Background: an optimization exercise with open tools, aiming at small area, a short achievable clock period and few clock cycles. Do not read the settings as production practice.
In this exercise RTL edits were held to simulation tests only and were not proved equivalent to the original.

v6:
==> flow/design.v (excerpt) <==
module beep_and_melody_sequencer (
  input  logic             clk,
  input  logic             rst,
  input  logic             s_tvalid,
  output logic             s_tready,
  input  logic [31:0]      s_tdata,    
  input  logic [2:0]       s_tuser,    
  output logic             m_tvalid,
  input  logic             m_tready,
  output logic [47:0]      m_tdata,    
  input  logic             cfg_we,
  input  logic [2:0]       cfg_index,
  input  logic [CFG_W-1:0] cfg_data
);
==> flow/config.mk <==
export PLATFORM = sky130hd
export DESIGN_NAME = beep_and_melody_sequencer
export DESIGN_NICKNAME = beep_and_melody_sequencer
export VERILOG_FILES = /design/flow/design.v
export SDC_FILE = /design/flow/constraint.sdc
export NUM_CORES = 4
export LEC_CHECK = 0
export CAP_MARGIN = 10
export CORE_MARGIN = 2
export CORE_UTILIZATION = 35
export PLACE_DENSITY = 0.5
export SETUP_SLACK_MARGIN = 4.7
export SLEW_MARGIN = 10
export SYNTH_MEMORY_MAX_BITS = 8192
export TNS_END_PERCENT = 100
==> flow/constraint.sdc <==
create_clock -name core_clock -period 8.0 [get_ports {clk}]
set_input_delay 1.6000 -clock core_clock [delete_from_list [all_inputs] [get_ports {clk}]]
set_output_delay 1.6000 -clock core_clock [all_outputs]
set_load 0.01 [all_outputs]
standard.sh (not shown) runs the stock make flow with config.mk's settings and CLKGATE_MAP_FILE= SYNTH_SCRIPT=/design/flow/synth_recipe.tcl, a recipe that flattens the netlist after the stock synthesis.
==> flow/flow/run.sh <==
#!/bin/bash
# The standard layout, except that the port buffers are sky130_fd_sc_hd__buf_4 cells
# rather than the delay-cell buffers buffer_ports picks by default, clock tree synthesis
# builds no dummy loads, and antenna repair gets more iterations after global and
# detailed routing.
set -euo pipefail
export BUFFER_PORTS_ARGS="-buffer_cell sky130_fd_sc_hd__buf_4"
export CTS_ARGS="-sink_clustering_enable -repair_clock_nets -sink_clustering_size 20 -sink_clustering_max_diameter 60 -dont_use_dummy_load"
export MAX_REPAIR_ANTENNAS_ITER_GRT=10
export MAX_REPAIR_ANTENNAS_ITER_DRT=10
bash standard.sh > standard.log 2>&1
Testbench counts of v6, summed over its fixed seeds: cycles 12,519.
What v7 does differently from v6 at the input level:
-- flow/design.v --
<<< v6, line 177
  logic [1:0]           mode;
  logic [ELAPSED_W-1:0] cnt;
  logic [REP_W-1:0]     rl;
  logic [POS_W-1:0]     pos;
>>> v7, line 177
  logic [1:0]           mode;
  logic [ELAPSED_W-1:0] cnt;
  logic [ELAPSED_W:0]   brem;
  logic [REP_W-1:0]     rl;
  logic [POS_W-1:0]     pos;
<<< v6, line 216
  logic                 pend_s;
  logic                 accept, complete, emit, o_free;
  logic [ELAPSED_W-1:0] inc, inc2, dec;
  logic [ELAPSED_W-1:0] thr;
  logic                 ge2;
  logic [MLEN_W-1:0]    eff_len, cfg_eff_len;
  logic [POS_W-1:0]     pos_inc;
  logic [1:0]           nx_mode;
  logic [ELAPSED_W-1:0] nx_cnt;
  logic [REP_W-1:0]     nx_rl;
  logic [POS_W-1:0]     nx_pos;
>>> v7, line 217
  logic                 pend_s;
  logic                 accept, complete, emit, o_free;
  logic [ELAPSED_W-1:0] inc, dec;
  logic [ELAPSED_W:0]   brem_dec;
  logic [MLEN_W-1:0]    eff_len, cfg_eff_len;
  logic [POS_W-1:0]     pos_inc;
  logic [1:0]           nx_mode;
  logic [ELAPSED_W-1:0] nx_cnt;
  logic [ELAPSED_W:0]   nx_brem;
  logic [REP_W-1:0]     nx_rl;
  logic [POS_W-1:0]     nx_pos;
<<< v6, line 242
  assign o_free   = !m_tvalid || m_tready;
  assign inc      = (cnt == '1) ? cnt : cnt + ELAPSED_W'(1);
  assign inc2     = (cnt >= ELAPSED_W'(24'hFFFFFE)) ? '1 : cnt + ELAPSED_W'(2);
  assign dec      = cnt - ELAPSED_W'(1);
  assign thr      = (mode == MODE_GAP) ? beep_gap_ms : beep_on_ms;
  assign ge2      = inc2 >= thr;
  assign pos_inc  = pos + POS_W'(1);
  assign eff_len  = (melody_length > MLEN_W'(NOTE_DEPTH)) ? MLEN_W'(NOTE_DEPTH) : melody_length;
>>> v7, line 243
  assign o_free   = !m_tvalid || m_tready;
  assign inc      = (cnt == '1) ? cnt : cnt + ELAPSED_W'(1);
  assign dec      = cnt - ELAPSED_W'(1);
  assign brem_dec = brem - (ELAPSED_W+1)'(1);
  assign pos_inc  = pos + POS_W'(1);
  assign eff_len  = (melody_length > MLEN_W'(NOTE_DEPTH)) ? MLEN_W'(NOTE_DEPTH) : melody_length;
<<< v6, line 311
    nx_mode   = mode;
    nx_cnt    = cnt;
    nx_rl     = rl;
    nx_pos    = pos;
>>> v7, line 310
    nx_mode   = mode;
    nx_cnt    = cnt;
    nx_brem   = brem;
    nx_rl     = rl;
    nx_pos    = pos;
<<< v6, line 337
                nx_mode   = MODE_BEEP;
                nx_cnt    = '0;
                nx_tone   = 1'b1;
                nx_tfreq  = beep_frequency;
>>> v7, line 337
                nx_mode   = MODE_BEEP;
                nx_cnt    = '0;
                nx_brem   = {1'b0, beep_on_ms};
                nx_tone   = 1'b1;
                nx_tfreq  = beep_frequency;
<<< v6, line 342
                nx_hit    = beep_on_ms <= ELAPSED_W'(1);
              end else begin
                nx_cnt = inc;
                nx_hit = ge2;
              end
            end
>>> v7, line 343
                nx_hit    = beep_on_ms <= ELAPSED_W'(1);
              end else begin
                nx_cnt  = inc;
                nx_brem = brem_dec;
                nx_hit  = brem == (ELAPSED_W+1)'(2);
              end
            end
<<< v6, line 356
                  nx_mode = MODE_GAP;
                  nx_cnt  = '0;
                  nx_hit  = beep_gap_ms <= ELAPSED_W'(1);
                end else begin
>>> v7, line 358
                  nx_mode = MODE_GAP;
                  nx_cnt  = '0;
                  nx_brem = {1'b0, beep_gap_ms};
                  nx_hit  = beep_gap_ms <= ELAPSED_W'(1);
                end else begin
<<< v6, line 362
                end
              end else begin
                nx_cnt = inc;
                nx_hit = ge2;
              end
            end
>>> v7, line 365
                end
              end else begin
                nx_cnt  = inc;
                nx_brem = brem_dec;
                nx_hit  = brem == (ELAPSED_W+1)'(2);
              end
            end
<<< v6, line 404
            nx_tone  = 1'b0;
            nx_tfreq = '0;
            nx_hit   = beep_gap_ms <= ELAPSED_W'(1);
          end else begin
>>> v7, line 408
            nx_tone  = 1'b0;
            nx_tfreq = '0;
            nx_brem  = {1'b0, beep_gap_ms};
            nx_hit   = beep_gap_ms <= ELAPSED_W'(1);
          end else begin
<<< v6, line 409
            nx_tone  = 1'b1;
            nx_tfreq = beep_frequency;
            nx_hit   = beep_on_ms <= ELAPSED_W'(1);
          end
>>> v7, line 414
            nx_tone  = 1'b1;
            nx_tfreq = beep_frequency;
            nx_brem  = {1'b0, beep_on_ms};
            nx_hit   = beep_on_ms <= ELAPSED_W'(1);
          end
<<< v6, line 438
      endcase
    end else if (cfg_we) begin
      if (cfg_index == 3'd1 && mode == MODE_BEEP) nx_hit = inc >= cfg_data;
      if (cfg_index == 3'd2 && mode == MODE_GAP)  nx_hit = inc >= cfg_data;
      if (cfg_index == 3'd6) nx_m_end = pos_inc >= cfg_eff_len;
    end
>>> v7, line 444
      endcase
    end else if (cfg_we) begin
      if ((cfg_index == 3'd1 && mode == MODE_BEEP) || (cfg_index == 3'd2 && mode == MODE_GAP)) begin
        nx_hit  = inc >= cfg_data;
        nx_brem = {1'b0, cfg_data} - {1'b0, cnt};
      end
      if (cfg_index == 3'd6) nx_m_end = pos_inc >= cfg_eff_len;
    end
<<< v6, line 481
    end
    cnt    <= nx_cnt;
    rl     <= nx_rl;
    rl_is1 <= nx_rl_is1;
>>> v7, line 489
    end
    cnt    <= nx_cnt;
    brem   <= nx_brem;
    rl     <= nx_rl;
    rl_is1 <= nx_rl_is1;
- The via count reported for v7 is higher than the one for v6.
- Between v6 and v7, the fraction of synthesized cell area in xor and xnor cells figures differ only marginally.
- Higher wire length after detailed routing goes to v7 over v6.
- Final worst-path cycle share for v7 is lower than for v6.
- Changes observed in v7 relative to v6: number of iterations in the first detailed-routing pass moved down, final-layout clock buffer total moved down, proportion of layout cells with a drive suffix above 1 moved down, synthesis-to-finish area growth level, die area moved up.
Testbench counts of v7, summed over its fixed seeds: cycles 12,519.

## what the ideal ports hide
In the flow no input, the clock included, has a driving cell. The finished layouts below were timed again as built, in two steps. Step 1 assumes that a clkbuf_16 drives the clock port and a buf_2 every other input. Step 2 adds t to the input delays and takes it off the output delays; t is the mean of the earliest and latest rising clock arrival at the registers after step 1. Input paths then give back, and output paths get back, about the clock's delay inside the block. a / b / c = ideal / step 1 / step 2; a / b = the first two.
run	t, ns	slack for setup (ns)	worst setup path after step 2	clock arrival spread, ns
v6	1.173	4.342 / 4.342 / 3.547	input to register	0.211 / 0.210
v7	1.170	4.375 / 4.375 / 3.570	input to register	0.238 / 0.238
After both steps every run listed still meets setup and hold. The setup slack of v7, which loses most, moves by 0.000 ns with the drivers and by -0.805 ns with both steps.
